What follows belongs to an exercise in optimizing a design on an open flow for small area, a short achievable clock period and few clock cycles; a production flow would make more cautious choices.
In this exercise RTL edits were held to simulation tests only and were not proved equivalent to the original.
No activity file was given, so power comes from the tool's default toggle rates.

==> flow/design.v <==
module shc_motor (
   input  logic        clock,
   input  logic        reset,
   input  logic        go,           
   input  logic [2:0]  command,
   input  logic        is_tick,      
   input  logic        move_sel,     
   input  logic        selected,
   input  logic [31:0] count,
   input  logic [30:0] n,            
   input  logic        n_lt2,        
   input  logic        n_le2,        
   input  logic [1:0]  sw,
   input  logic [15:0] tgt,          
   input  logic [16:0] pull_neg,     
   input  logic        pull_zero,    
   input  logic [15:0] init_period,  
   input  logic        init_on,      
   input  logic [9:0]  init_rm,
   input  logic        cfg_load,     
   output logic [2:0]  mode,
   output logic [1:0]  dir,
   output logic [31:0] steps_to_go,
   output logic [31:0] pos,
   output logic [15:0] period,
   output logic [3:0]  coil,
   output logic [1:0]  status
);
   localparam logic [2:0] CMD_TICK  = 3'd0;
   localparam logic [2:0] CMD_MOVE  = 3'd1;
   localparam logic [2:0] CMD_PULL  = 3'd2;
   localparam logic [2:0] CMD_CCW   = 3'd3;
   localparam logic [2:0] CMD_CW    = 3'd4;
   localparam logic [2:0] CMD_STOP  = 3'd5;
   localparam logic [2:0] CMD_ZSTOP = 3'd6;
   localparam logic [2:0] M_RELAX = 3'd0;
   localparam logic [2:0] M_RUN   = 3'd1;
   localparam logic [2:0] M_STOP  = 3'd2;
   localparam logic [2:0] M_ZSTOP = 3'd3;
   localparam logic [2:0] M_MOVE  = 3'd4;
   localparam logic [2:0] M_PULL  = 3'd5;
   localparam logic [1:0] D_CW      = 2'd0;
   localparam logic [1:0] D_CCW     = 2'd1;
   localparam logic [1:0] D_STOPPED = 2'd2;
   localparam logic [1:0] ST_OK    = 2'd0;
   localparam logic [1:0] ST_REJ   = 2'd1;
   localparam logic [1:0] ST_LOWER = 2'd2;
   localparam logic [1:0] ST_UPPER = 2'd3;
   function automatic logic [3:0] coil_of(input logic [2:0] ph);
      logic [3:0] c;
      case (ph)
         3'd0: c = 4'b1000;
         3'd1: c = 4'b1010;
         3'd2: c = 4'b0010;
         3'd3: c = 4'b0110;
         3'd4: c = 4'b0100;
         3'd5: c = 4'b0101;
         3'd6: c = 4'b0001;
         default: c = 4'b1001;
      endcase
      coil_of = c;
   endfunction
   function automatic logic [31:0] pand(input logic [31:0] x);
      logic [31:0] p;
      p = x;
      for (int l = 0; l < 5; l++)
         for (int i = 0; i < 32; i++)
            if (((i >> l) & 1) == 1) p[i] = p[i] & p[((i >> l) << l) - 1];
      pand = p;
   endfunction
   function automatic logic [1:0] gp64(input logic [63:0] g, input logic [63:0] p);
      logic [63:0] gg, pp;
      gg = g; pp = p;
      for (int l = 0; l < 6; l++)
         for (int i = 0; i < 64; i++)
            if (i % (2 << l) == 0) begin
               gg[i] = gg[i + (1 << l)] | (pp[i + (1 << l)] & gg[i]);
               pp[i] = pp[i + (1 << l)] & pp[i];
            end
      gp64 = {gg[0], pp[0]};
   endfunction
   logic [30:0] sas;          
   logic [9:0]  rm;           
   logic        ron;          
   logic [2:0]  phase;
   logic [15:0] cd;           
   logic        f0, f1;       
   logic moving, ccw, step, even, stopping, estep, ramp_end;
   logic [15:0] dec, per_step, cd_dec;
   logic [31:0] stg_dec, pos_step, pd, pu;
   logic [2:0]  phase_step;
   assign moving   = dir != D_STOPPED;
   assign ccw      = dir == D_CCW;
   assign step     = is_tick && moving && cd[15:1] == 15'd0;
   assign even     = !phase[0];
   assign estep    = step && even;
   assign stopping = estep && (mode == M_STOP || mode == M_ZSTOP);
   logic [16:0] dec17;
   logic        re_ff;
   assign dec17    = {1'b0, period} + {7'h7F, ~rm};
   assign dec      = dec17[15:0];
   always_ff @(posedge clock) re_ff <= dec17[16] || dec < tgt;
   assign ramp_end = re_ff || period[15:1] == 15'd0;
   assign per_step = !ron ? period : ramp_end ? tgt : dec;
   assign pd       = pand(~steps_to_go);
   assign stg_dec  = steps_to_go ^ {pd[30:0], 1'b1};
   assign pu       = pand(pos ^ {32{ccw}});
   assign pos_step = pos ^ {pu[30:0], 1'b1};
   assign phase_step = ccw ? phase - 3'd1 : phase + 3'd1;
   logic [31:0] pc;
   assign pc       = pand({16'd0, ~cd});
   assign cd_dec   = cd ^ {pc[14:0], 1'b1};
   logic cmd, neg, sw_any, pull_sw, ok_mp, ok_run, ok, set_sas, use_cnt;
   logic [2:0] mode_cmd;
   logic [1:0] dir_cmd;
   assign cmd     = selected && !is_tick;
   assign neg     = count[31];
   assign sw_any  = sw != 2'd0;
   assign pull_sw = command == CMD_PULL && sw_any;
   assign ok_mp   = (command == CMD_MOVE || command == CMD_PULL) && !moving &&
                    (pull_sw ? !(neg && sw[0]) : neg ? !sw_any : !sw[1]);
   assign ok_run  = (command == CMD_CCW && !sw[0]) || (command == CMD_CW && !sw[1]);
   assign ok      = cmd && (ok_mp || ok_run);
   assign use_cnt = cmd && ok_mp;
   assign set_sas = use_cnt && pull_sw;
   always_comb begin
      if (command == CMD_CCW || command == CMD_CW) begin
         mode_cmd = M_RUN;
         dir_cmd  = command == CMD_CCW ? D_CCW : D_CW;
      end else begin
         mode_cmd = (pull_sw || (!neg && sw[0])) ? M_PULL : M_MOVE;
         dir_cmd  = neg ? D_CCW : D_CW;
      end
      status = ST_OK;
      if (cmd) begin
         case (command)
            CMD_MOVE, CMD_PULL: if (!ok_mp) status = ST_REJ;
            CMD_CCW: if (sw[0]) status = ST_LOWER;
            CMD_CW:  if (sw[1]) status = ST_UPPER;
            default: ;
         endcase
      end
   end
   logic [30:0] op;
   logic        sel_op;
   assign sel_op = move_sel && !moving;
   logic [32:0] ya, yb, yc, ys, ycy;
   logic [1:0]  ygp;
   logic        x0, x1;
   assign op  = sel_op ? count[30:0] : steps_to_go[30:0];
   assign ya  = {2'b00, sas};
   assign yb  = ~{2'b00, op};
   assign yc  = {{16{pull_neg[16]}}, pull_neg};
   assign ys  = ya ^ yb ^ yc;
   assign ycy = {(ya[31:0] & yb[31:0]) | (ya[31:0] & yc[31:0]) | (yb[31:0] & yc[31:0]), 1'b1};
   assign ygp = gp64({32'd0, ys[31:0] & ycy[31:0]}, {32'hFFFF_FFFF, ys[31:0] ^ ycy[31:0]});
   assign x0  = !(ys[32] ^ ycy[32] ^ ygp[1]);
   assign x1  = !(ys[32] ^ ycy[32] ^ (ygp[1] | ygp[0]));
   logic [2:0]  mode1, mode2;
   logic [1:0]  dir1;
   logic [31:0] stg1, pos1;
   logic        lt2, le2, ge;
   always_comb begin
      mode1 = mode;
      if (ok) mode1 = mode_cmd;
      else if (cmd && command == CMD_STOP) mode1 = M_STOP;
      else if (cmd && command == CMD_ZSTOP) mode1 = M_ZSTOP;
      dir1 = stopping ? D_STOPPED : ok ? dir_cmd : dir;
      if (stopping) begin
         stg1 = 32'd0;
         lt2  = 1'b1;
         le2  = 1'b1;
      end else if (estep) begin
         stg1 = stg_dec;
         lt2  = f1;
         le2  = (steps_to_go[31] && steps_to_go[30:1] != 30'd0) || steps_to_go[31:2] == 30'd0;
      end else if (use_cnt) begin
         stg1 = {1'b0, n};
         lt2  = n_lt2;
         le2  = n_le2;
      end else begin
         stg1 = steps_to_go;
         lt2  = f0;
         le2  = f1;
      end
      if (set_sas) ge = pull_zero;
      else if (estep) ge = x1;
      else ge = x0;
      pos1 = estep ? pos_step : pos;
      mode2 = mode1;
      case (mode1)
         M_PULL: begin
            if (lt2) mode2 = M_STOP;
            else if (ge) mode2 = M_MOVE;
         end
         M_MOVE: begin
            if (lt2 || (sw_any && dir1 == D_CCW) || (sw[1] && dir1 != D_CCW)) mode2 = M_STOP;
         end
         M_RUN: begin
            if (dir1 == D_CCW) begin
               if (sw[0]) mode2 = M_ZSTOP;
            end else if (sw[1]) mode2 = M_STOP;
         end
         M_STOP: if (dir1 == D_STOPPED) mode2 = M_RELAX;
         M_ZSTOP: if (dir1 == D_STOPPED) begin
            mode2 = M_RELAX;
            pos1 = 32'd0;
         end
         default: ;
      endcase
   end
   always_ff @(posedge clock) begin
      if (reset) begin
         mode <= M_RELAX;
         dir <= D_STOPPED;
         steps_to_go <= 32'd0;
         f0 <= 1'b1;
         f1 <= 1'b1;
         pos <= 32'd0;
         sas <= 31'd0;
         phase <= 3'd0;
         period <= 16'd1000;
         coil <= 4'd0;
      end else if (go) begin
         mode <= mode2;
         dir <= dir1;
         steps_to_go <= stg1;
         f0 <= lt2;
         f1 <= le2;
         pos <= pos1;
         if (set_sas) sas <= n;
         if (step) begin
            if (ramp_end) ron <= 1'b0;
            period <= per_step;
            cd <= per_step;
            coil <= stopping ? 4'd0 : coil_of(phase);
            if (!stopping) phase <= phase_step;
         end else if (ok) begin
            ron <= init_on;
            rm <= init_rm;
            period <= init_period;
            cd <= init_period;
            coil <= coil_of(phase);
         end else if (is_tick && moving) begin
            cd <= cd_dec;
         end
      end else if (cfg_load) begin
         period <= tgt;
         ron <= 1'b0;
      end
   end
endmodule
module stepper_halfstep_controller_unit (
   input  logic        clock,
   input  logic        reset,
   input  logic        req_valid,
   output logic        req_ready,
   input  logic [2:0]  req_command,
   input  logic        req_motor,
   input  logic [31:0] req_step_count,
   input  logic [1:0]  req_switches_0,
   input  logic [1:0]  req_switches_1,
   output logic        rsp_valid,
   input  logic        rsp_ready,
   output logic [3:0]  rsp_coils_0,
   output logic [3:0]  rsp_coils_1,
   output logic [1:0]  rsp_status,
   output logic [31:0] rsp_position,
   output logic [31:0] rsp_steps_remaining,
   output logic [2:0]  rsp_motor_mode,
   output logic [1:0]  rsp_direction,
   output logic [15:0] rsp_current_period,
   input  logic        csr_we,
   input  logic [1:0]  csr_index,
   input  logic [15:0] csr_wdata
);
   localparam logic [1:0] REG_TARGET_0 = 2'd0;
   localparam logic [1:0] REG_TARGET_1 = 2'd1;
   localparam logic [1:0] REG_START    = 2'd2;
   logic [15:0] tgt0_ff, tgt1_ff, start_ff, wdata_nz;
   logic [16:0] pulln_ff;
   logic        load0_ff, load1_ff;
   assign wdata_nz = (csr_wdata == 16'd0) ? 16'd1 : csr_wdata;
   always_ff @(posedge clock) begin
      if (reset) begin
         tgt0_ff <= 16'd1000; tgt1_ff <= 16'd1000;
         start_ff <= 16'd2000; pulln_ff <= -17'sd100;
         load0_ff <= 1'b0; load1_ff <= 1'b0;
      end else if (csr_we) begin
         load0_ff <= csr_index == REG_TARGET_0;
         load1_ff <= csr_index == REG_TARGET_1;
         case (csr_index)
            REG_TARGET_0: tgt0_ff <= wdata_nz;
            REG_TARGET_1: tgt1_ff <= wdata_nz;
            REG_START:    start_ff <= wdata_nz;
            default:      pulln_ff <= 17'd0 - {1'b0, csr_wdata};
         endcase
      end else begin
         load0_ff <= 1'b0; load1_ff <= 1'b0;
      end
   end
   logic        r_valid, s_valid, s_next, rdy_ff, v_ff, go, accept;
   logic        sel_ff, seln_ff, selv_ff, selvn_ff;
   logic [2:0]  r_cmd, s_cmd;
   logic        r_motor, s_motor;
   logic [31:0] r_count, s_count;
   logic [1:0]  r_sw0, r_sw1, s_sw0, s_sw1;
   logic        r_tick, r_mv0, r_mv1;
   logic [2:0]  in_cmd;
   logic        in_motor;
   assign in_cmd   = s_valid ? s_cmd : req_command;
   assign in_motor = s_valid ? s_motor : req_motor;
   logic [1:0]  status_ff;
   assign req_ready = rdy_ff;
   assign accept = req_valid && !s_valid;
   assign go = r_valid && (!v_ff || rsp_ready);
   assign s_next = (go || !r_valid) ? 1'b0 : (s_valid || accept);
   always_ff @(posedge clock) begin
      if (reset) begin
         r_valid <= 1'b0;
         s_valid <= 1'b0;
         rdy_ff <= 1'b1;
         v_ff <= 1'b0;
      end else begin
         if (go || !r_valid) r_valid <= s_valid || accept;
         s_valid <= s_next;
         rdy_ff <= !s_next;
         if (go) v_ff <= 1'b1;
         else if (rsp_ready) v_ff <= 1'b0;
      end
      if (go || !r_valid) begin
         if (s_valid) begin
            r_cmd <= s_cmd; r_motor <= s_motor; r_count <= s_count;
            r_sw0 <= s_sw0; r_sw1 <= s_sw1;
         end else begin
            r_cmd <= req_command; r_motor <= req_motor; r_count <= req_step_count;
            r_sw0 <= req_switches_0; r_sw1 <= req_switches_1;
         end
         r_tick <= in_cmd == 3'd0;
         r_mv0 <= in_cmd == 3'd1 && !in_motor;
         r_mv1 <= in_cmd == 3'd1 && in_motor;
      end
      if (!s_valid) begin
         s_cmd <= req_command; s_motor <= req_motor; s_count <= req_step_count;
         s_sw0 <= req_switches_0; s_sw1 <= req_switches_1;
      end
   end
   logic [30:0] n;
   logic        n_lt2, n_le2, init_on;
   logic [31:0] cor;
   logic [15:0] tgt_sel, init_period;
   logic [16:0] spt;
   always_comb begin
      cor[0] = 1'b0;
      for (int i = 1; i < 32; i++) cor[i] = cor[i-1] | r_count[i-1];
   end
   assign n = (r_count[31] && !cor[31]) ? 31'h7FFF_FFFF :
              r_count[30:0] ^ ({31{r_count[31]}} & cor[30:0]);
   assign n_lt2 = r_count[31:1] == 31'd0 || r_count == 32'hFFFF_FFFF;
   assign n_le2 = r_count[31:2] == 30'd0 && r_count[1:0] != 2'd3 ||
                  r_count[31:1] == 31'h7FFF_FFFF;
   assign tgt_sel = r_motor ? tgt1_ff : tgt0_ff;
   assign spt = {1'b0, start_ff} - {1'b0, tgt_sel};
   assign init_on = !spt[16];
   assign init_period = spt[16] ? tgt_sel : start_ff;
   logic [2:0]  mode0, mode1;
   logic [1:0]  dir0, dir1, st0, st1;
   logic [31:0] stg0, stg1, pos0, pos1;
   logic [15:0] per0, per1;
   shc_motor u_m0 (
      .clock, .reset, .go, .command(r_cmd), .is_tick(r_tick), .move_sel(r_mv0), .selected(r_motor == 1'b0),
      .count(r_count), .n, .n_lt2, .n_le2, .sw(r_sw0), .tgt(tgt0_ff),
      .pull_neg(pulln_ff), .pull_zero(pulln_ff == 17'd0),
      .init_period, .init_on, .init_rm(spt[15:6]),
      .cfg_load(load0_ff),
      .mode(mode0), .dir(dir0), .steps_to_go(stg0), .pos(pos0), .period(per0),
      .coil(rsp_coils_0), .status(st0));
   shc_motor u_m1 (
      .clock, .reset, .go, .command(r_cmd), .is_tick(r_tick), .move_sel(r_mv1), .selected(r_motor == 1'b1),
      .count(r_count), .n, .n_lt2, .n_le2, .sw(r_sw1), .tgt(tgt1_ff),
      .pull_neg(pulln_ff), .pull_zero(pulln_ff == 17'd0),
      .init_period, .init_on, .init_rm(spt[15:6]),
      .cfg_load(load1_ff),
      .mode(mode1), .dir(dir1), .steps_to_go(stg1), .pos(pos1), .period(per1),
      .coil(rsp_coils_1), .status(st1));
   always_ff @(posedge clock) begin
      if (go) begin
         sel_ff <= r_motor;
         seln_ff <= !r_motor;
         status_ff <= st0 | st1;
      end
      if (go || !v_ff) begin
         selv_ff <= r_motor;
         selvn_ff <= !r_motor;
      end
   end
   assign rsp_valid           = v_ff;
   assign rsp_status          = status_ff;
   assign rsp_position[31:16] = ({16{sel_ff}} & pos1[31:16]) | ({16{seln_ff}} & pos0[31:16]);
   assign rsp_position[15:0]  = ({16{selv_ff}} & pos1[15:0]) | ({16{selvn_ff}} & pos0[15:0]);
   assign rsp_steps_remaining[31:16] = ({16{selv_ff}} & stg1[31:16]) | ({16{selvn_ff}} & stg0[31:16]);
   assign rsp_steps_remaining[15:0]  = ({16{sel_ff}} & stg1[15:0]) | ({16{seln_ff}} & stg0[15:0]);
   assign rsp_motor_mode      = ({3{sel_ff}} & mode1) | ({3{seln_ff}} & mode0);
   assign rsp_direction       = ({2{selv_ff}} & dir1) | ({2{selvn_ff}} & dir0);
   assign rsp_current_period[15:8] = ({8{sel_ff}} & per1[15:8]) | ({8{seln_ff}} & per0[15:8]);
   assign rsp_current_period[7:0]  = ({8{selv_ff}} & per1[7:0]) | ({8{selvn_ff}} & per0[7:0]);
endmodule
==> flow/flow/run.sh <==
#!/bin/bash
# The standard layout, with a tighter setup-repair target than the
# clock period (the SDC is unchanged) and plain buffers on the ports.
export SETUP_SLACK_MARGIN=7.4
export BUFFER_PORTS_ARGS="-buffer_cell sky130_fd_sc_hd__buf_1"
bash standard.sh > standard_run.log 2>&1
==> flow/standard.sh <==
#!/bin/bash
# synth_recipe.tcl (not shown) runs the flow's synth.tcl, then flattens the netlist and writes it again
# the make line also repeats each setting of config.mk as NAME=value (left out here)
make -C /OpenROAD-flow-scripts/flow DESIGN_CONFIG=/design/flow/config.mk WORK_HOME=/design/flow/orfs CLKGATE_MAP_FILE= SYNTH_SCRIPT=/design/flow/synth_recipe.tcl "${@:-finish}"
==> flow/config.mk <==
export PLATFORM = sky130hd
export DESIGN_NAME = stepper_halfstep_controller_unit
export DESIGN_NICKNAME = stepper_halfstep_controller_unit
export VERILOG_FILES = /design/flow/design.v
export SDC_FILE = /design/flow/constraint.sdc
export NUM_CORES = 4
export LEC_CHECK = 0
export CAP_MARGIN = 20
export CORE_MARGIN = 2
export CORE_UTILIZATION = 40
export CTS_CLUSTER_DIAMETER = 100
export CTS_CLUSTER_SIZE = 20
export SLEW_MARGIN = 20
==> flow/constraint.sdc <==
create_clock -name core_clock -period 11.5 [get_ports {clock}]
set_input_delay 2.3000 -clock core_clock [delete_from_list [all_inputs] [get_ports {clock}]]
set_output_delay 2.3000 -clock core_clock [all_outputs]
set_load 0.01 [all_outputs]
==> impl_metrics.py, run 1 <==
metrics = {
    "setup_path": {
        "crit_start": "sel_ff$_DFFE_PP_",
        "cp_num_buf_inv": 4,
        "worstReg2RegStart": "u_m1.dir[0]$_SDFFE_PP0P_",
        "cp_slowest_cell": "edfxtp_1",
        "path_cells": "buf_6 > buf_12 > buf_16 > a22o_1 > buf_2",
        "cp-start-kind": "flop",
        "worstPathRequired_ps": 9200,
        "cp.arrival_ps": 1890,
        "cp-end-kind": "primary output",
        "path_class": "flop to primary output",
        "path_delay_family": "buffers and inverters",
        "r2r_cells": 13,
        "cp_max_fo": 4,
        "path_depth": 5,
        "cp_slowest_stage_delay_ps": 430,
    },
    "sta": {
        "tightest_slew_ps": 1080,
        "slew_headroom": 0.274,
        "fin_crit_ps": 4190,
        "setup-violations-final": 0,
        "hold_viol_final": 0,
        "rsz0062_at_grt": "yes",
        "skew_ps": 61.2,
        "setup_tns_ps": 0,
        "finalMaxSlewViolations": 0,
        "whs_ps": 468,
        "fmax_mhz": 239,
        "finalCritPeriodShare": 0.365,
    },
    "clocking": {
        "tritoncts": "yes",
        "htree_levels": 1,
        "clkTransAtPathRegs_ps": 90,
        "clockRootBuffer": "clkbuf_16",
        "cts_buffers": 29,
        "ctsHoldBuffers": 0,
        "cts_buffer_depth": 3,
        "clock-sinks": 466,
        "clock_latency_ps": 640,
    },
    "synthesis": {
        "synth_seq_cells": 466,
        "synth_edf_count": 103,
        "syn_avg_cell_area_um2": 8.51,
        "yosys.area.top_type": "dfxtp_1",
        "synth_top_area_frac": 0.240,
        "synthDistinctLibCells": 87,
        "synth_ff_type": "dfxtp_1",
        "synthCells": 3556,
        "synth_nets": 3841,
        "synth_area_leaders": "dfxtp_1 (24%), edfxtp_1 (10%), ha_1 (6.5%)",
        "syn_area_mm2": 0.0303,
        "synthArstFlopShare": 0,
        "ys_seq_area_frac": 0.342,
        "ys_warn_count": 2,
    },
    "floorplan": {
        "die_h_um": 279,
        "io_pins": 160,
        "core-area_mm2": 0.0747,
        "start_util": 0.405,
        "row_count": 100,
        "die_area_mm2": 0.0779,
        "fp.dieW_um": 279,
    },
    "grt": {
        "grt_pass1_vias": 25700,
        "grt_pass1_wl_mm": 162,
        "grt_overflow": 0,
        "grtUsageMet1": 0.380,
        "grt_usage": 0.268,
        "busiest_layer": "met2",
        "grt_antenna_before_repair": 1,
        "grt_max_degree": 154,
        "met3_usage": 0.0552,
        "grt_use_met2": 0.400,
    },
    "route": {
        "vias_per_cell": 6.13,
        "post_drt_wl_per_cell_um": 23.7,
        "first_iter_violations": 2834,
        "drc_errors": 0,
        "vias": 28100,
        "drtAntennaViolNets": 0,
        "routed_wirelength_mm": 108,
        "firstDrtPassIters": 6,
    },
    "cells_and_area": {
        "drive_gt1_frac": 0.0904,
        "fin_nets": 3873,
        "final_cell_mix": "nor2_1 (380), dfxtp_1 (359), nand2_1 (320)",
        "stdcell_area_mm2": 0.0334,
        "utilization": 0.447,
        "layout_commonest_cell": "nor2_1",
        "areaGrowthSynthToFinish_pct": 10.3,
        "diodes": 0,
    },
    "placement": {
        "dp_hpwl_mm": 79.2,
        "globalplace.congestion": 0.949,
        "numPortBuffers": 159,
        "placedInstanceArea_mm2": 0.0316,
    },
    "job": {
        "maxCapViolCount": 0,
    },
    "min_path": {
        "holdCritStartpoint": "u_m0.coil[2]$_SDFFE_PP0P_",
        "whs_path_depth": 2,
        "hp-class": "flop to flop",
    },
    "power_and_ir_drop": {
        "p_total_mw": 3.60,
        "total_leakage_power_nw": 12.6,
        "vdd_drop_max_mv": 0.108,
        "power.density_mw_per_mm2": 108,
    },
    "outcome": {
        "status": "complete, no violations",
    },
}
per-layer routing:
| layer | share of wire | vias up |
|---|---|---|
| li1 | - | 13000 |
| met3 | 0.098 | 239 |
| met1 | 0.44 | 13500 |
| met4 | 0.039 | 0 |
| met2 | 0.42 | 1279 |
| met5 | 0 | - |
registers in the layout, summed over array words and instances, names as in the netlist, 10 cells and up:
register / cells
r_count: 32
s_count: 32
u_m0.pos: 32
u_m0.steps_to_go: 32
u_m1.pos: 32
u_m1.steps_to_go: 32
u_m0.sas: 31
u_m1.sas: 31
pulln_ff: 17
start_ff: 16
tgt0_ff: 16
tgt1_ff: 16
u_m0.cd: 16
u_m0.period: 16
u_m1.cd: 16
u_m1.period: 16
u_m0.rm: 10
u_m1.rm: 10
synth_stat cells (17+ instances only):
cell type and n:
a211oi_1 80, a21o_1 41, a21oi_1 207, a22o_1 88, a22oi_1 28, a31oi_1 38, and2_1 23, and3_1 19
buf_1 19, clkbuf_1 198, dfxtp_1 363, edfxtp_1 103, fa_1 64, ha_1 158, inv_1 136, mux2_2 59
mux2i_1 94, nand2_1 327, nand2b_1 31, nand3_1 105, nand4_1 43, nor2_1 387, nor3_1 94, nor3b_1 17
nor4_1 43, o211ai_1 65, o21a_1 22, o21ai_0 205, o221ai_1 18, o31ai_1 19, or2_2 18, or3_1 39
or4_1 27, xnor2_1 92, xor2_1 67
stage by stage:
stage / std cells / setup slack, ps
final: 4577 / 7310
after global routing: 4577 / 7280
after CTS: 4564 / 7320
after detailed placement: 4499 / 6430
after global placement: 4499 / 6500
after floorplan: 3556 / 7240
path summary, 6_finish.rpt:
kind         slack, ps                        end
max               7310    rsp_steps_remaining[12]
min                470  u_m0.coil[2]$_SDFFE_PP0P_
max reg2reg       7410  u_m1.mode[0]$_SDFFE_PP0P_
min reg2reg        470  u_m0.coil[2]$_SDFFE_PP0P_
repair_timing:
item | in CTS | in global routing
gates cloned | 5 | 3
setup buffers | 9 | 8
pin swaps | 22 | 13
hold endpoints to repair | 0 | 0
resized for setup | 79 | 77
endpoints found under the setup margin | 203 | 164
logic make-up after synthesis:
| logic type | count (synthesis) | share of synthesized area |
|---|---|---|
| simple gates | 1233 | 0.194 |
| compound gates | 955 | 0.211 |
| flops | 466 | 0.342 |
| buf+inv | 368 | 0.0461 |
| fa+ha+maj | 222 | 0.108 |
| xor+xnor | 159 | 0.0460 |
| mux | 153 | 0.0530 |
worst reg2reg max path, stage by stage, from the launching register on:
cell	delay (ps)
dfxtp_2	500
nor2b_4	110
nand2_2	90
buf_8	290
mux2i_2	340
fa_1	470
ha_1	320
nand4_1	230
nor4_4	380
o211ai_1	130
o211ai_1	560
a2111oi_2	180
o31ai_1	290
a31oi_1	120
where the power goes:
group / total [mW] / switching (mW) / leakage (nW) / internal [mW]
registers: 1.79 / 0.0735 / 3.96 / 1.72
clock network: 1.12 / 0.616 / 0.428 / 0.502
logic: 0.690 / 0.438 / 8.25 / 0.252
total: 3.60 / 1.13 / 12.6 / 2.47
cell type report:
class | count | area, µm²
fillers | 7294 | 41300
inverters | 139 | 522
multi-input cells | 2722 | 18900
well taps | 969 | 1210
clock inverters | 10 | 98.8
clock buffers | 41 | 776
flip-flops and latches | 466 | 10400
repair buffers | 230 | 1490
Testbench counts, summed over its fixed seeds: cycles 24,016.
==> run 2: changes to the inputs <==
--- a/flow/config.mk
+++ b/flow/config.mk
@@ -9,5 +9,5 @@
 export CORE_MARGIN = 2
 export CORE_UTILIZATION = 40
-export CTS_CLUSTER_DIAMETER = 100
-export CTS_CLUSTER_SIZE = 20
+export CTS_CLUSTER_DIAMETER = 130
+export CTS_CLUSTER_SIZE = 26
 export SLEW_MARGIN = 20
==> run 2 against run 1 <==
Against the previous run:
- clock skew decreased by 28 ps
- fmax increased by 3.1%
- critical path type unchanged
- combinational power decreased by 2%
==> impl_metrics.py, run 2 <==
metrics = {
    "outcome": {
        "status": "complete, no violations",
    },
    "route": {
        "firstDrtPassIters": 7,
        "vias_per_cell": 6.14,
        "routed_wirelength_mm": 107,
        "drc_errors": 0,
        "vias": 27900,
        "post_drt_wl_per_cell_um": 23.5,
        "first_iter_violations": 2913,
        "drtAntennaViolNets": 0,
    },
    "setup_path": {
        "cp_slowest_cell": "edfxtp_1",
        "path_cells": "buf_12 > a22o_1 > buf_1",
        "worstPathRequired_ps": 9200,
        "cp-start-kind": "flop",
        "cp-end-kind": "primary output",
        "reg2reg_slack_ps": 7480,
        "r2r_end": "u_m0.mode[0]$_SDFFE_PP0P_",
        "cp.arrival_ps": 1770,
        "worstReg2RegStart": "u_m0.dir[1]$_SDFFE_PP1P_",
        "path_class": "flop to primary output",
        "cp_max_fo": 43,
        "r2r_cells": 14,
        "cp_slowest_stage_delay_ps": 400,
    },
    "grt": {
        "grt_max_degree": 154,
        "grt_pass1_wl_mm": 160,
        "grt_overflow": 0,
        "grt_pass1_vias": 25500,
        "grt_antenna_before_repair": 1,
        "grt_usage": 0.265,
    },
    "cells_and_area": {
        "fillers": 7377,
        "multiInputGateArea_mm2": 0.0188,
        "seq_area_mm2": 0.0104,
        "final_cell_mix": "nor2_1 (380), dfxtp_1 (359), nand2_1 (320)",
        "drive_gt1_frac": 0.0682,
        "fin_nets": 3851,
        "diodes": 0,
        "areaGrowthSynthToFinish_pct": 7.89,
        "layout_commonest_cell": "nor2_1",
    },
    "sta": {
        "whs_ps": 470,
        "finalMaxSlewViolations": 0,
        "hold_viol_final": 0,
        "fmax_mhz": 246,
        "fin_crit_ps": 4070,
        "skew_ps": 33.5,
        "tightest_slew_ps": 1030,
        "rsz0062_at_grt": "yes",
        "setup-violations-final": 0,
        "setup_tns_ps": 0,
        "finalCritPeriodShare": 0.354,
        "slew_headroom": 0.313,
    },
    "synthesis": {
        "ys_seq_area_frac": 0.342,
        "synthDistinctLibCells": 87,
        "synthArstFlopShare": 0,
        "synth_ff_type": "dfxtp_1",
        "synthCells": 3556,
        "syn_avg_cell_area_um2": 8.51,
        "synth_seq_cells": 466,
        "synthTopCellsByCount": "nor2_1 (387), dfxtp_1 (363), nand2_1 (327)",
        "synth_area_leaders": "dfxtp_1 (24%), edfxtp_1 (10%), ha_1 (6.5%)",
        "ys_warn_count": 2,
        "syn_area_mm2": 0.0303,
        "synth_top_area_frac": 0.240,
        "yosys.area.top_type": "dfxtp_1",
        "synth_most_common_cell": "nor2_1",
        "synth_nets": 3841,
        "synth_edf_count": 103,
    },
    "min_path": {
        "hold-path-endpoint": "u_m0.coil[2]$_SDFFE_PP0P_",
        "holdCritStartpoint": "u_m0.coil[2]$_SDFFE_PP0P_",
        "whs_path_depth": 2,
        "hp-class": "flop to flop",
    },
    "power_and_ir_drop": {
        "power.density_mw_per_mm2": 104,
        "total_leakage_power_nw": 12.1,
        "vdd_drop_max_mv": 0.0956,
    },
    "clocking": {
        "cts_buffers": 21,
        "clockRootBuffer": "clkbuf_16",
        "tritoncts": "yes",
        "clock-sinks": 466,
        "htree_levels": 1,
        "cts_buffer_depth": 3,
        "ctsHoldBuffers": 0,
        "clkTransAtPathRegs_ps": 110,
        "clock_latency_ps": 590,
    },
    "placement": {
        "dp_hpwl_mm": 79.2,
        "globalplace.congestion": 0.949,
        "numPortBuffers": 159,
    },
    "job": {
        "maxCapViolCount": 0,
    },
    "floorplan": {
        "fp.dieW_um": 279,
        "die_h_um": 279,
        "die_area_mm2": 0.0779,
        "io_pins": 160,
        "row_count": 100,
        "core-area_mm2": 0.0747,
        "start_util": 0.405,
    },
}
-- run 2: cell counts after synthesis --
No cell type changed its count.
-- run 2: kinds of logic after synthesis --
kind of cell	synth area share
AND/OR/NAND/NOR	0.194
AO/OA/AOI/OAI	0.211
flip-flops	0.342
buffers and inverters	0.0461
adder cells (fa/ha/maj)	0.108
XOR/XNOR	0.0460
multiplexers	0.0530
-- run 2: metal layers --
metal / vias to the layer above / track usage / routed length [µm]
met5: - / 0 / 0
met4: 0 / 0.0851 / 3420
met3: 200 / 0.0525 / 10200
met2: 1232 / 0.399 / 45600
met1: 13500 / 0.380 / 47700
li1: 13000 / - / -
-- run 2: stage by stage --
stage | power [mW] | cell area [µm²] | instances | setup WS, ps | util
final | 3.38 | 32700 | 4547 | 7430 | 0.437
after global routing | 3.51 | 32700 | 4547 | 7380 | 0.437
after CTS | 3.37 | 32400 | 4539 | 7300 | 0.434
after detailed placement | 2.45 | 31600 | 4499 | 6430 | 0.424
after global placement | 2.45 | 31600 | 4499 | 6500 | 0.424
after floorplan | 2.22 | 30300 | 3556 | 7240 | -
-- run 2: worst max path at each step --
| stage | endpoint | cells past startpoint | from | slack [ps] |
|---|---|---|---|---|
| after floorplan | u_m0.cd[0]$_DFFE_PP_ | 6 | rsp_ready | 7240 |
| after global placement | u_m1.steps_to_go[10]$_SDFFE_PP0P_ | 10 | rsp_ready | 6500 |
| after detailed placement | u_m1.steps_to_go[23]$_SDFFE_PP0P_ | 10 | rsp_ready | 6430 |
| after CTS | u_m0.ron$_SDFFCE_PP0P_ | 9 | rsp_ready | 7300 |
| after global routing | u_m1.mode[0]$_SDFFE_PP0P_ | 13 | u_m1.dir[1]$_SDFFE_PP1P_ | 7380 |
| final | rsp_motor_mode[0] | 3 | seln_ff$_DFFE_PP_ | 7430 |
-- run 2: what timing repair did --
item | CTS | global route
resized for setup | 46 | 40
setup endpoints to repair | 207 | 118
pin swaps | 2 | 5
setup buffers | 5 | 6
-- run 2: final cells by class --
type	count	share of cell area
timing repair buffer	216	0.0351
clock buffer	35	0.0178
inverter	139	0.0160
sequential	466	0.317
tap	969	0.0371
multi-input combinational	2722	0.577
-- run 2: power breakdown --
| part | internal (mW) | leakage (nW) | switching, mW |
|---|---|---|---|
| sequential | 1.72 | 3.96 | 0.0727 |
| combinational | 0.242 | 7.87 | 0.433 |
| clock | 0.352 | 0.279 | 0.566 |
-- run 2: critical path: cells and delay by family (launching register included) --
kind                   cells  cell delay (ps)
DFF                        1              400
AOI/OAI and AO/OA          1              320
buffers and inverters      2              470
==> run 3: changes to the inputs <==
--- a/flow/config.mk
+++ b/flow/config.mk
@@ -9,5 +9,5 @@
 export CORE_MARGIN = 2
 export CORE_UTILIZATION = 40
-export CTS_CLUSTER_DIAMETER = 130
-export CTS_CLUSTER_SIZE = 26
+export CTS_CLUSTER_DIAMETER = 120
+export CTS_CLUSTER_SIZE = 24
 export SLEW_MARGIN = 20
==> run 3 against run 2 <==
Against the previous run:
- sequential share of layout area is 0.061 points lower
- power rose by 1.4%
- highest routed layer unchanged
- synthesized cell count did not move
- critical endpoint is now u_m0.mode[0]$_SDFFE_PP0P_
- count of clock-buffer cells in the layout is 2 higher
- global-route usage is 0.061 points higher
- non-clock buffer count is 1 lower
- largest cell class unchanged
==> impl_metrics.py, run 3 <==
metrics = {
    "setup_path": {
        "r2r_end": "u_m0.mode[0]$_SDFFE_PP0P_",
        "path_class": "flop to flop",
        "cp-end-kind": "flop",
        "cp.arrival_ps": 4530,
        "worstPathRequired_ps": 11970,
        "cp-start-kind": "flop",
        "cp_max_fo": 31,
        "worstReg2RegStart": "u_m0.dir[0]$_SDFFE_PP0P_",
        "reg2reg_slack_ps": 7440,
        "r2r_cells": 14,
    },
    "synthesis": {
        "synth_top_area_frac": 0.240,
        "yosys.area.top_type": "dfxtp_1",
        "synth_seq_cells": 466,
        "synth_edf_count": 103,
        "synth_most_common_cell": "nor2_1",
        "synth_ff_type": "dfxtp_1",
        "synthTopCellsByCount": "nor2_1 (387), dfxtp_1 (363), nand2_1 (327)",
        "synthDistinctLibCells": 87,
        "syn_area_mm2": 0.0303,
        "synthCells": 3556,
        "ys_seq_area_frac": 0.342,
        "synthArstFlopShare": 0,
        "syn_avg_cell_area_um2": 8.51,
        "ys_warn_count": 2,
        "synth_nets": 3841,
        "synth_area_leaders": "dfxtp_1 (24%), edfxtp_1 (10%), ha_1 (6.5%)",
    },
    "sta": {
        "whs_ps": 468,
        "rsz0062_at_grt": "yes",
        "setup-violations-final": 0,
        "tightest_slew_ps": 1020,
        "slew_headroom": 0.311,
        "skew_ps": 41.6,
        "fin_crit_ps": 4060,
        "finalCritPeriodShare": 0.353,
        "setup_tns_ps": 0,
        "finalMaxSlewViolations": 0,
        "hold_viol_final": 0,
        "fmax_mhz": 246,
    },
    "power_and_ir_drop": {
        "total_leakage_power_nw": 12.1,
        "power.density_mw_per_mm2": 105,
        "vdd_drop_max_mv": 0.0924,
    },
    "placement": {
        "dp_hpwl_mm": 79.2,
        "globalplace.congestion": 0.949,
        "numPortBuffers": 159,
        "placedInstanceArea_mm2": 0.0316,
        "numPlacedInstances": 4499,
    },
    "cells_and_area": {
        "layout.cells.non_filler": 4551,
        "layout_commonest_cell": "nor2_1",
        "areaGrowthSynthToFinish_pct": 8.10,
        "final_cell_mix": "nor2_1 (380), dfxtp_1 (359), nand2_1 (320)",
        "drive_gt1_frac": 0.0687,
        "fin_nets": 3852,
        "stdcell_area_mm2": 0.0327,
    },
    "grt": {
        "grt_overflow": 0,
        "grt_antenna_before_repair": 2,
        "grt_usage": 0.266,
        "grt_pass1_wl_mm": 161,
        "grt_max_degree": 154,
        "grt_pass1_vias": 25500,
    },
    "route": {
        "drtAntennaViolNets": 0,
        "drc_errors": 0,
        "post_drt_wl_per_cell_um": 23.5,
        "vias": 28000,
        "firstDrtPassIters": 6,
        "vias_per_cell": 6.14,
        "routed_wirelength_mm": 107,
        "first_iter_violations": 3102,
    },
    "outcome": {
        "status": "complete, no violations",
    },
    "floorplan": {
        "die_area_mm2": 0.0779,
        "row_count": 100,
        "core-area_mm2": 0.0747,
        "die_h_um": 279,
        "io_pins": 160,
        "fp.dieW_um": 279,
        "start_util": 0.405,
    },
    "clocking": {
        "cts_buffers": 23,
        "cts_buffer_depth": 3,
        "htree_levels": 1,
        "clock-sinks": 466,
        "clockRootBuffer": "clkbuf_16",
        "clkTransAtPathRegs_ps": 110,
        "tritoncts": "yes",
        "clock_latency_ps": 610,
    },
    "min_path": {
        "whs_path_depth": 2,
        "hold-path-endpoint": "u_m0.coil[2]$_SDFFE_PP0P_",
        "holdCritStartpoint": "u_m0.coil[2]$_SDFFE_PP0P_",
        "hp-class": "flop to flop",
    },
    "job": {
        "maxCapViolCount": 0,
    },
}
-- run 3: cell counts after synthesis --
No cell type changed its count.
-- run 3: layer usage --
metal	share of wire	up-vias	GRT usage
met4	0.033	0	0.0864
met5	0	-	0
met1	0.45	13600	0.382
li1	-	13000	-
met2	0.43	1210	0.400
met3	0.093	197	0.0492
-- run 3: cell type report --
type | count | area (µm²)
Fill cell | 7384 | 42000
Inverter | 139 | 522
Tap cell | 969 | 1210
Multi-Input combinational cell | 2722 | 18800
Antenna cell | 1 | 2.50
Timing Repair Buffer | 215 | 1130
Clock inverter | 2 | 17.5
Sequential cell | 466 | 10400
Clock buffer | 37 | 628
-- run 3: power breakdown --
group	internal, mW	total (mW)	switching [mW]
Sequential	1.72	1.79	0.0730
Combinational	0.242	0.674	0.432
Clock	0.382	0.966	0.585
Total	2.34	3.43	1.09
-- run 3: critical path, stage by stage, from the launching register on --
cell and delay, ps:
dfxtp_1 590, nor2b_4 120, nand2_2 90, buf_6 360, mux2i_1 340, fa_1 460
ha_1 300, nand3_1 140, or4_1 560, nor2_1 100, o211ai_1 100, o211ai_1 240
a21oi_1 180, o211ai_1 200, o21ai_0 90
-- run 3: per-stage QoR --
step	utilization	setup slack, ps	power, mW
floorplan	-	7240	2.22
finish	0.438	7440	3.43
CTS	0.435	7310	3.41
global route	0.438	7370	3.56
detailed placement	0.424	6430	2.45
global placement	0.424	6500	2.45
-- run 3: kinds of logic after synthesis --
kind of cell               share of synthesized area
AOI/OAI and AO/OA                              0.211
xor gates and xnor gates                      0.0460
adders and majority gates                      0.108
buffers and inverters                         0.0461
DFF                                            0.342
muxes                                         0.0530
and+or+nand+nor                                0.194
-- run 3: timing repair --
| action | CTS | global route |
|---|---|---|
| resized for setup | 45 | 42 |
| pin swaps | 2 | 6 |
| setup buffers | 4 | 6 |
| setup endpoints to repair | 207 | 119 |
| hold buffers | 0 | 0 |
-- run 3: how the worst max path moves through the flow --
stage / endpoint / depth (start not counted) / start / slack [ps]
finish: u_m0.mode[0]$_SDFFE_PP0P_ / 14 / u_m0.dir[0]$_SDFFE_PP0P_ / 7440
global route: u_m1.mode[0]$_SDFFE_PP0P_ / 13 / u_m1.dir[1]$_SDFFE_PP1P_ / 7370
CTS: u_m0.ron$_SDFFCE_PP0P_ / 9 / rsp_ready / 7310
detailed placement: u_m1.steps_to_go[23]$_SDFFE_PP0P_ / 10 / rsp_ready / 6430
global placement: u_m1.steps_to_go[10]$_SDFFE_PP0P_ / 10 / rsp_ready / 6500
floorplan: u_m0.cd[0]$_DFFE_PP_ / 6 / rsp_ready / 7240
==> run 4: changes to the inputs <==
==> flow/flow/run.sh (replaced) <==
#!/bin/bash
# The standard layout, with a tighter setup-repair target than the
# clock period (the SDC is unchanged) and plain buffers on the ports.
export SETUP_SLACK_MARGIN=7.4
export BUFFER_PORTS_ARGS="-buffer_cell sky130_fd_sc_hd__buf_2"
bash standard.sh > standard_run.log 2>&1
--- a/flow/config.mk
+++ b/flow/config.mk
@@ -9,5 +9,3 @@
 export CORE_MARGIN = 2
 export CORE_UTILIZATION = 40
-export CTS_CLUSTER_DIAMETER = 120
-export CTS_CLUSTER_SIZE = 24
 export SLEW_MARGIN = 20
==> run 4 against run 3 <==
Against the previous run:
- routed wire length is 2.2% higher
- clock power grew 96%
- cell count rose by 1.6%
- setup slack got worse by 73 ps
- critical path depth shrank 10
- critical path type is now flop to primary output
==> impl_metrics.py, run 4 <==
metrics = {
    "setup_path": {
        "cp_slowest_cell": "edfxtp_1",
        "cp_max_fo": 4,
        "crit_start": "sel_ff$_DFFE_PP_",
        "cp_slowest_stage_delay_ps": 400,
        "path_depth": 4,
        "cp.arrival_ps": 1830,
        "path_class": "flop to primary output",
        "cp-end-kind": "primary output",
        "r2r_cells": 13,
        "path_cells": "buf_6 > clkbuf_16 > a22o_4 > buf_2",
        "cp_num_buf_inv": 3,
        "path_delay_family": "buffers and inverters",
        "cp-start-kind": "flop",
        "worstPathRequired_ps": 9200,
        "worstReg2RegStart": "u_m1.dir[0]$_SDFFE_PP0P_",
    },
    "sta": {
        "setup-violations-final": 0,
        "finalCritPeriodShare": 0.359,
        "fmax_mhz": 242,
        "skew_ps": 50.8,
        "rsz0062_at_grt": "yes",
        "slew_headroom": 0.318,
        "fin_crit_ps": 4130,
        "tightest_slew_ps": 1020,
        "finalMaxSlewViolations": 0,
        "hold_viol_final": 0,
        "setup_tns_ps": 0,
        "whs_ps": 470,
        "layout_setup_ws_ps": 7370,
    },
    "grt": {
        "grt_pass1_wl_mm": 163,
        "grt_antenna_before_repair": 4,
        "grt_overflow": 0,
        "grt_pass1_vias": 26100,
        "grt_max_degree": 74,
        "grt_usage": 0.271,
    },
    "cells_and_area": {
        "fillers": 7247,
        "diodes": 0,
        "areaGrowthSynthToFinish_pct": 13.4,
        "layout_commonest_cell": "nor2_1",
        "fin_nets": 3894,
        "stdcell_area_mm2": 0.0343,
        "final_cell_mix": "nor2_1 (380), dfxtp_1 (359), nand2_1 (319)",
        "layout.cells.non_filler": 4624,
        "drive_gt1_frac": 0.131,
    },
    "route": {
        "post_drt_wl_per_cell_um": 23.7,
        "met1Wirelength_mm": 47.7,
        "drtAntennaViolNets": 0,
        "firstDrtPassIters": 6,
        "vias_per_cell": 6.12,
        "top_layer_used": "met5",
        "wl_met3_mm": 11.5,
        "met2_length_mm": 46.1,
        "routed_wirelength_mm": 109,
        "first_iter_violations": 3141,
        "drc_errors": 0,
        "vias": 28300,
    },
    "clocking": {
        "cts_buffer_depth": 3,
        "htree_levels": 2,
        "cts_buffers": 55,
        "clockRootBuffer": "clkbuf_16",
        "clock-sinks": 466,
        "clock_latency_ps": 650,
        "clkTransAtPathRegs_ps": 60,
        "tritoncts": "yes",
        "ctsHoldBuffers": 0,
    },
    "synthesis": {
        "synth_area_leaders": "dfxtp_1 (24%), edfxtp_1 (10%), ha_1 (6.5%)",
        "synth_nets": 3841,
        "synthDistinctLibCells": 87,
        "syn_area_mm2": 0.0303,
        "synth_top_area_frac": 0.240,
        "yosys.area.top_type": "dfxtp_1",
        "synthArstFlopShare": 0,
        "synth_most_common_cell": "nor2_1",
        "syn_avg_cell_area_um2": 8.51,
        "synthCells": 3556,
        "synth_edf_count": 103,
        "synthTopCellsByCount": "nor2_1 (387), dfxtp_1 (363), nand2_1 (327)",
        "synth_seq_cells": 466,
        "synth_ff_type": "dfxtp_1",
        "ys_seq_area_frac": 0.342,
        "ys_warn_count": 2,
    },
    "placement": {
        "place_ws_ps": 5940,
        "dp_hpwl_mm": 79.7,
        "placedInstanceArea_mm2": 0.0319,
        "numPlacedInstances": 4503,
        "globalplace.congestion": 0.950,
        "numPortBuffers": 159,
    },
    "floorplan": {
        "io_pins": 160,
        "die_area_mm2": 0.0779,
        "die_h_um": 279,
        "core-area_mm2": 0.0747,
        "row_count": 100,
        "start_util": 0.405,
        "fp.dieW_um": 279,
    },
    "outcome": {
        "status": "complete, no violations",
    },
    "power_and_ir_drop": {
        "total_leakage_power_nw": 13.4,
        "power.density_mw_per_mm2": 127,
        "vdd_drop_max_mv": 0.0998,
    },
    "job": {
        "maxCapViolCount": 0,
    },
    "min_path": {
        "hp-class": "flop to flop",
        "holdCritStartpoint": "u_m0.coil[3]$_SDFFE_PP0P_",
        "whs_path_depth": 2,
    },
}
run 4: cell types whose count changed in the layout (fill, tap and decap cells not counted), moves of 4 or more:
| cell | delta |
|---|---|
| clkinv_2 | +10 |
| buf_6 | +7 |
| buf_2 | +154 |
| buf_1 | -158 |
| clkbuf_8 | +5 |
| clkbuf_1 | -8 |
| buf_12 | -4 |
| clkbuf_16 | +36 |
| buf_4 | +8 |
| clkinvlp_4 | +7 |
| clkinv_1 | +9 |
| a22o_4 | +6 |
| bufinv_16 | +9 |
run 4: cells by family after synthesis:
group | synth area share
adder cells (fa/ha/maj) | 0.108
AO/OA/AOI/OAI | 0.211
buffers and inverters | 0.0461
XOR/XNOR | 0.0460
flip-flops | 0.342
multiplexers | 0.0530
AND/OR/NAND/NOR | 0.194
run 4: worst paths after layout:
check	to	slack, ps
worst min-delay path	u_m0.coil[3]$_SDFFE_PP0P_	470
worst min register to register	u_m0.coil[3]$_SDFFE_PP0P_	470
worst max-delay path	rsp_motor_mode[0]	7370
worst max register to register	u_m1.mode[0]$_SDFFE_PP0P_	7470
run 4: what timing repair did:
| item | in CTS | in global routing |
|---|---|---|
| endpoints found under the setup margin | 222 | 59 |
| hold endpoints to repair | 0 | 0 |
| cloned | 0 | 4 |
| pin swaps | 2 | 7 |
| gates resized for setup | 54 | 34 |
| setup buffers | 7 | 7 |
run 4: routing by layer:
layer,global-route usage,vias to the layer above
met4,0.0965,2
met1,0.390,13600
li1,-,13100
met5,0,-
met3,0.0572,247
met2,0.398,1370
run 4: final cells by class:
type / count / area, µm² / share of cell area
clock buffer: 66 / 1480 / 0.0431
clock inverter: 37 / 433 / 0.0126
inverter: 139 / 528 / 0.0154
multi-input combinational: 2723 / 18900 / 0.550
sequential: 466 / 10400 / 0.302
tap: 969 / 1210 / 0.0353
timing repair buffer: 224 / 1450 / 0.0422
run 4: where the power goes:
part / internal, mW / switching [mW] / leakage, nW / total, mW
clock: 1.12 / 0.770 / 0.923 / 1.89
combinational: 0.249 / 0.433 / 8.53 / 0.682
sequential: 1.72 / 0.0737 / 3.96 / 1.79
run 4: worst reg2reg max path, cell delays in order, from the launching register on:
cell	delay, ps
dfxtp_2	500
nor2b_4	120
nand2_2	90
clkbuf_8	350
mux2i_2	320
fa_1	450
ha_1	340
nand4_1	160
nor4_2	340
o211ai_1	140
o211ai_1	550
a2111oi_2	200
o31ai_1	270
a31oi_1	110
run 4: through the flow:
stage               total power, mW   util
finish                         4.36  0.460
global route                   4.51  0.460
CTS                            4.36  0.456
detailed placement             2.46  0.426
global placement               2.45  0.426
floorplan                      2.22      -
==> run 5: changes to the inputs <==
==> flow/flow/run.sh (replaced) <==
#!/bin/bash
# The standard layout, with a tighter setup-repair target than the
# clock period (the SDC is unchanged) and plain buffers on the ports.
export SETUP_SLACK_MARGIN=7.8
export BUFFER_PORTS_ARGS="-buffer_cell sky130_fd_sc_hd__buf_2"
bash standard.sh > standard_run.log 2>&1
==> run 5 against run 4 <==
Against the previous run:
- sequential share of layout area is 0.88 points lower
- global-route usage grew 0.54 points
- still clean on timing, DRC and antenna
- flip-flop and latch count unchanged
- largest power group unchanged
- die area unchanged
- cell count rose by 0.82%
- via count is 1.5% higher
- highest routed layer unchanged
- combinational power up 11%
- register-to-register slack worse by 40 ps
- non-clock buffer count grew 34
- utilization up 1.4 points
==> impl_metrics.py, run 5 <==
metrics = {
    "synthesis": {
        "synth_ff_type": "dfxtp_1",
        "synth_edf_count": 103,
        "synth_top_area_frac": 0.240,
        "ys_seq_area_frac": 0.342,
        "synthXorXnorAreaFrac": 0.0460,
        "synthAdderAreaFrac": 0.108,
        "syn_area_mm2": 0.0303,
        "syn_avg_cell_area_um2": 8.51,
        "yosys.area.top_type": "dfxtp_1",
        "synthDistinctLibCells": 87,
        "synth_top_family_by_area": "compound AO/OA/AOI/OAI gates",
        "synthCells": 3556,
        "synth_compound_area_frac": 0.211,
        "synth_nets": 3841,
        "synthArstFlopShare": 0,
        "synth_seq_cells": 466,
        "synth_area_leaders": "dfxtp_1 (24%), edfxtp_1 (10%), ha_1 (6.5%)",
        "synthSimpleGateAreaFrac": 0.194,
        "synth_mux_area_frac": 0.0530,
        "ys_warn_count": 2,
        "synth_most_common_cell": "nor2_1",
        "synthTopCellsByCount": "nor2_1 (387), dfxtp_1 (363), nand2_1 (327)",
    },
    "clocking": {
        "clock-sinks": 466,
        "tritoncts": "yes",
        "cts_buffer_depth": 3,
        "htree_levels": 2,
        "cts_buffers": 57,
        "clkTransAtPathRegs_ps": 60,
        "clock_latency_ps": 640,
        "clockRootBuffer": "clkbuf_16",
    },
    "grt": {
        "grt_antenna_before_repair": 2,
        "grt_usage": 0.276,
        "grt_overflow": 0,
        "grt_max_degree": 77,
        "grt_pass1_vias": 26300,
        "grt_pass1_wl_mm": 166,
    },
    "cells_and_area": {
        "fillers": 7200,
        "areaGrowthSynthToFinish_pct": 16.9,
        "final_cell_mix": "nor2_1 (375), dfxtp_1 (356), nand2_1 (319)",
        "fin_nets": 3931,
        "diodes": 0,
        "stdcell_area_mm2": 0.0354,
        "drive_gt1_frac": 0.158,
        "utilization": 0.474,
        "layout_commonest_cell": "nor2_1",
    },
    "sta": {
        "setup_tns_ps": 0,
        "layout_setup_ws_ps": 7380,
        "finalMaxSlewViolations": 0,
        "skew_ps": 34.9,
        "hold_viol_final": 0,
        "fin_crit_ps": 4120,
        "rsz0062_at_grt": "yes",
        "fmax_mhz": 243,
        "whs_ps": 459,
        "tightest_slew_ps": 1060,
        "slew_headroom": 0.296,
        "setup-violations-final": 0,
        "finalCritPeriodShare": 0.358,
    },
    "power_and_ir_drop": {
        "power.density_mw_per_mm2": 124,
        "total_leakage_power_nw": 13.8,
        "vdd_drop_max_mv": 0.110,
    },
    "floorplan": {
        "io_pins": 160,
        "start_util": 0.405,
        "row_count": 100,
        "die_area_mm2": 0.0779,
        "fp.dieW_um": 279,
        "die_h_um": 279,
        "core-area_mm2": 0.0747,
    },
    "min_path": {
        "whs_path_depth": 2,
        "hold-path-endpoint": "u_m0.coil[2]$_SDFFE_PP0P_",
        "hp-class": "flop to flop",
        "holdCritStartpoint": "u_m0.coil[2]$_SDFFE_PP0P_",
    },
    "route": {
        "firstDrtPassIters": 6,
        "vias_per_cell": 6.16,
        "drc_errors": 0,
        "post_drt_wl_per_cell_um": 24.3,
        "vias": 28700,
        "drtAntennaViolNets": 0,
        "routed_wirelength_mm": 113,
        "first_iter_violations": 3176,
    },
    "job": {
        "maxCapViolCount": 0,
    },
    "placement": {
        "globalplace.congestion": 0.948,
        "dp_hpwl_mm": 80.5,
        "place_ws_ps": 6380,
        "placedInstanceArea_mm2": 0.0319,
        "numPortBuffers": 159,
    },
    "setup_path": {
        "cp-end-kind": "primary output",
        "cp_max_fo": 6,
        "r2r_end": "u_m1.mode[0]$_SDFFE_PP0P_",
        "worstReg2RegStart": "u_m1.dir[1]$_SDFFE_PP1P_",
        "cp-start-kind": "flop",
        "cp_slowest_stage_delay_ps": 380,
        "cp_slowest_cell": "edfxtp_1",
        "r2r_cells": 13,
        "reg2reg_slack_ps": 7430,
        "cp_num_buf_inv": 3,
        "path_class": "flop to primary output",
        "path_cells": "buf_6 > buf_12 > a22o_2 > buf_2",
        "path_delay_family": "buffers and inverters",
        "cp.arrival_ps": 1820,
        "worstPathRequired_ps": 9200,
    },
    "outcome": {
        "status": "complete, no violations",
    },
}
## run 5: cells by family after synthesis
| group | Yosys count |
|---|---|
| fa+ha+maj | 222 |
| xor+xnor | 159 |
| compound gates | 955 |
| simple gates | 1233 |
| flops | 466 |
| buf+inv | 368 |
| mux | 153 |
## run 5: per-layer routing
layer,GRT usage,wire [µm]
met5,0,7
met4,0.0903,4250
met3,0.0687,12200
met2,0.406,47700
met1,0.394,49100
## run 5: layout make-up
class,instances,area (µm²),area share
Clock buffer,75,1550,0.0437
Timing Repair Buffer,258,1890,0.0533
Tap cell,969,1210,0.0343
Multi-Input combinational cell,2724,19500,0.552
Inverter,139,528,0.0149
Sequential cell,466,10400,0.293
Clock inverter,31,317,0.00894
## run 5: timing repair
action,CTS,global route
resized for setup,90,102
endpoints found under the setup margin,328,272
pin swaps,25,31
cloned,3,8
hold buffers,0,0
buffers inserted,26,20
## run 5: metrics by stage
stage               power (mW)  std cells
floorplan                 2.23       3556
global placement          2.46       4499
detailed placement        2.46       4499
CTS                       4.35       4634
global route              4.55       4662
finish                    4.39       4662
## run 5: worst max-delay path by stage
stage                 startpoint                   endpoint  cells past startpoint
6_report        sel_ff$_DFFE_PP_          rsp_motor_mode[2]                      4
5_1_grt        selv_ff$_DFFE_PP_           rsp_direction[0]                      4
4_1_cts         sel_ff$_DFFE_PP_    rsp_steps_remaining[14]                      3
3_5_place_dp           rsp_ready  u_m0.pos[29]$_SDFFE_PP0P_                     10
3_3_place_gp           rsp_ready  u_m0.pos[29]$_SDFFE_PP0P_                     10
2_1_floorplan          rsp_ready  u_m1.pos[29]$_SDFFE_PP0P_                      7
## run 5: report_power, final
part / switching [mW] / internal [mW] / leakage, nW / total [mW]
Clock: 0.766 / 1.08 / 0.914 / 1.84
Sequential: 0.0772 / 1.72 / 3.96 / 1.80
Combinational: 0.465 / 0.290 / 8.92 / 0.754
## run 5: worst reg2reg max path, stage by stage (launching register included)
cell,delay (ps)
dfxtp_2,470
nor2b_4,290
nand2_2,100
buf_12,180
mux2i_1,320
fa_1,460
ha_1,310
nand4_1,230
nor4_2,270
o211ai_1,150
o211ai_1,570
a2111oi_4,190
o31ai_2,300
a31oi_1,110
==> run 6: changes to the inputs <==
==> flow/flow/run.sh (replaced) <==
#!/bin/bash
# The standard layout, with a tighter setup-repair target than the
# clock period (the SDC is unchanged) and plain buffers on the ports.
export SETUP_SLACK_MARGIN=7.4
export BUFFER_PORTS_ARGS="-buffer_cell sky130_fd_sc_hd__buf_2"
bash standard.sh > standard_run.log 2>&1
--- a/flow/config.mk
+++ b/flow/config.mk
@@ -9,3 +9,5 @@
 export CORE_MARGIN = 2
 export CORE_UTILIZATION = 40
+export CTS_CLUSTER_DIAMETER = 130
+export CTS_CLUSTER_SIZE = 26
 export SLEW_MARGIN = 20
==> run 6 against run 5 <==
Against the previous run:
- still clean
- sequential share of layout area grew 2.1 points
- clock skew is 16 ps higher
- final area down 6.8%
- first-iteration DRC count rose by 4.2%
- hold slack better by 16 ps
- global-route usage decreased by 0.95 points
- die area unchanged
- flip-flop and latch count is the same
- via count fell by 2.4%
- non-clock buffer count decreased by 32
- highest routed layer is now met4
==> impl_metrics.py, run 6 <==
metrics = {
    "floorplan": {
        "io_pins": 160,
        "die_h_um": 279,
        "die_area_mm2": 0.0779,
        "start_util": 0.405,
        "row_count": 100,
        "fp.dieW_um": 279,
        "core-area_mm2": 0.0747,
    },
    "route": {
        "routed_wirelength_mm": 108,
        "first_iter_violations": 3309,
        "drtAntennaViolNets": 0,
        "post_drt_wl_per_cell_um": 23.7,
        "vias_per_cell": 6.15,
        "vias": 28000,
        "drc_errors": 0,
        "firstDrtPassIters": 8,
    },
    "setup_path": {
        "worstPathRequired_ps": 9200,
        "r2r_end": "u_m1.mode[0]$_SDFFE_PP0P_",
        "worstReg2RegStart": "u_m1.dir[0]$_SDFFE_PP0P_",
        "r2r_cells": 13,
        "path_class": "flop to primary output",
        "cp_max_fo": 9,
        "cp-end-kind": "primary output",
        "reg2reg_slack_ps": 7550,
        "cp-start-kind": "flop",
        "cp.arrival_ps": 1840,
    },
    "sta": {
        "fmax_mhz": 242,
        "setup-violations-final": 0,
        "rsz0062_at_grt": "yes",
        "finalCritPeriodShare": 0.360,
        "whs_ps": 475,
        "finalMaxSlewViolations": 0,
        "fin_crit_ps": 4140,
        "skew_ps": 50.5,
        "tightest_slew_ps": 1060,
        "hold_viol_final": 0,
        "layout_setup_ws_ps": 7360,
        "setup_tns_ps": 0,
        "slew_headroom": 0.293,
    },
    "min_path": {
        "whs_path_depth": 2,
        "holdCritStartpoint": "u_m0.coil[2]$_SDFFE_PP0P_",
        "hold-path-endpoint": "u_m0.coil[2]$_SDFFE_PP0P_",
        "hp-class": "flop to flop",
    },
    "cells_and_area": {
        "layout.cells.non_filler": 4558,
        "final_cell_mix": "nor2_1 (380), dfxtp_1 (358), nand2_1 (319)",
        "fin_nets": 3862,
        "layout_commonest_cell": "nor2_1",
        "stdcell_area_mm2": 0.0330,
        "drive_gt1_frac": 0.115,
        "areaGrowthSynthToFinish_pct": 8.95,
        "fillers": 7338,
        "utilization": 0.442,
    },
    "synthesis": {
        "ys_warn_count": 2,
        "synth_ff_type": "dfxtp_1",
        "synth_top_family_by_area": "compound AO/OA/AOI/OAI gates",
        "syn_area_mm2": 0.0303,
        "synth_area_leaders": "dfxtp_1 (24%), edfxtp_1 (10%), ha_1 (6.5%)",
        "synth_edf_count": 103,
        "ys_seq_area_frac": 0.342,
        "synthXorXnorAreaFrac": 0.0460,
        "synth_nets": 3841,
        "synth_mux_area_frac": 0.0530,
        "synthAdderAreaFrac": 0.108,
        "synthCells": 3556,
        "yosys.area.top_type": "dfxtp_1",
        "synth_seq_cells": 466,
        "synth_compound_area_frac": 0.211,
        "synthDistinctLibCells": 87,
        "synth_most_common_cell": "nor2_1",
        "synth_top_area_frac": 0.240,
        "synthArstFlopShare": 0,
        "synthTopCellsByCount": "nor2_1 (387), dfxtp_1 (363), nand2_1 (327)",
        "syn_avg_cell_area_um2": 8.51,
        "synthSimpleGateAreaFrac": 0.194,
    },
    "grt": {
        "grt_overflow": 0,
        "grt_pass1_vias": 25500,
        "grt_antenna_before_repair": 3,
        "grt_max_degree": 74,
        "grt_pass1_wl_mm": 161,
        "grt_usage": 0.267,
    },
    "power_and_ir_drop": {
        "vdd_drop_max_mv": 0.0982,
        "p_total_mw": 3.40,
        "power.density_mw_per_mm2": 103,
        "total_leakage_power_nw": 12.8,
    },
    "clocking": {
        "clock-sinks": 466,
        "htree_levels": 1,
        "cts_buffers": 21,
        "clkTransAtPathRegs_ps": 110,
        "tritoncts": "yes",
        "cts_buffer_depth": 3,
        "clockRootBuffer": "clkbuf_16",
        "clock_latency_ps": 620,
    },
    "job": {
        "maxCapViolCount": 0,
    },
    "placement": {
        "dp_hpwl_mm": 79.7,
        "placedInstanceArea_mm2": 0.0319,
        "numPortBuffers": 159,
        "numPlacedInstances": 4503,
        "place_ws_ps": 5940,
        "globalplace.congestion": 0.950,
    },
    "outcome": {
        "status": "complete, no violations",
    },
}
==> run 6: cell count changes in the layout (fill, tap and decap cells not counted), moves of 6 or more <==
cell,delta
bufinv_16,-6
a22o_1,+17
buf_4,-26
clkinv_2,-9
clkinv_1,-9
a22o_4,-17
mux2i_1,+13
ha_1,+7
clkbuf_16,-42
mux2i_4,-8
nor4_1,+6
==> run 6: cells by family (layout without fill, tap and decap cells) <==
| group | count (synthesis) | in the layout |
|---|---|---|
| muxes | 153 | 153 |
| AOI/OAI and AO/OA | 955 | 956 |
| other | 0 | 1 |
| xor gates and xnor gates | 159 | 159 |
| adders and majority gates | 222 | 222 |
| and+or+nand+nor | 1233 | 1233 |
| DFF | 466 | 466 |
| buffers and inverters | 368 | 399 |
==> run 6: layer usage <==
metal | vias to the layer above | share of wire | global-route usage
met1 | 13500 | 0.44 | 0.390
met5 | - | 0 | 0
li1 | 13000 | - | -
met3 | 201 | 0.097 | 0.0488
met2 | 1314 | 0.42 | 0.395
met4 | 0 | 0.036 | 0.0851
==> run 6: worst max-delay path, cell delays in order (launching register included) <==
cell	delay (ps)
edfxtp_1	420
buf_6	180
clkbuf_16	180
a22o_4	280
buf_2	150
==> run 6: what timing repair did <==
action / in CTS / in global routing
endpoints found under the setup margin: 239 / 67
hold buffers: 0 / 0
pin swaps: 2 / 6
endpoints found under the hold margin: 0 / 0
cloned: 0 / 4
gates resized for setup: 49 / 34
setup buffers: 9 / 7
==> run 6: final cells by class <==
type	instances	area, µm²	share of cell area
multi-input combinational	2723	18800	0.571
sequential	466	10400	0.314
timing repair buffer	226	1470	0.0444
tap	969	1210	0.0368
clock buffer	33	581	0.0176
inverter	139	528	0.0160
clock inverter	1	8.76	0.000266
antenna	1	2.50	0.0000759
==> run 6: power by group <==
group	internal (mW)	switching (mW)
clock network	0.354	0.575
logic	0.248	0.430
registers	1.72	0.0737
==> run 6: how the worst max path moves through the flow <==
stage	to	from	slack [ps]	cells past startpoint
3_5_place_dp	u_m1.steps_to_go[21]$_SDFFE_PP0P_	rsp_ready	5940	11
4_1_cts	u_m1.steps_to_go[21]$_SDFFE_PP0P_	reset	7370	6
5_1_grt	u_m1.mode[0]$_SDFFE_PP0P_	u_m1.dir[0]$_SDFFE_PP0P_	7280	13
3_3_place_gp	u_m1.steps_to_go[24]$_SDFFE_PP0P_	rsp_ready	6000	11
6_report	rsp_motor_mode[0]	sel_ff$_DFFE_PP_	7360	4
2_1_floorplan	u_m0.cd[0]$_DFFE_PP_	rsp_ready	7240	6

==> afterwards: timing with drivers on the ports <==
No port has a modelled driver above. Below, the same layouts with a new extraction and two added sets of constraints. Step 1, drivers: a clkbuf_16 drives clock and a buf_2 each remaining input, both assumed. Step 2 adds t to the input delays and takes it off the output delays; t is the mean of the earliest and latest rising clock arrival at the registers after step 1. Input paths then give back, and output paths get back, about the clock's delay inside the block. Slacks: no drivers / after step 1 / after step 2; pairs: no drivers / after step 1.
run | shift t [ns] | setup slack, ns | worst hold slack (ns) | slew at the worst register clock pin (ns)
run 1 | 0.670 | 7.307 / 7.249 / 6.910 | 0.468 / 0.468 / 0.468 | 0.10 / 0.10
run 2 | 0.636 | 7.434 / 7.376 / 6.916 | 0.470 / 0.470 / 0.470 | 0.12 / 0.12
run 3 | 0.649 | 7.440 / 7.394 / 6.942 | 0.468 / 0.468 / 0.468 | 0.11 / 0.11
run 4 | 0.691 | 7.368 / 7.303 / 6.880 | 0.470 / 0.470 / 0.470 | 0.07 / 0.07
run 5 | 0.680 | 7.381 / 7.320 / 7.187 | 0.459 / 0.459 / 0.459 | 0.06 / 0.06
run 6 | 0.659 | 7.364 / 7.303 / 6.939 | 0.475 / 0.475 / 0.475 | 0.12 / 0.12
After both steps setup and hold are still met in every run listed. For run 2, which loses most, drivers alone change the setup slack by -0.058 ns; drivers and shift together by -0.518 ns.
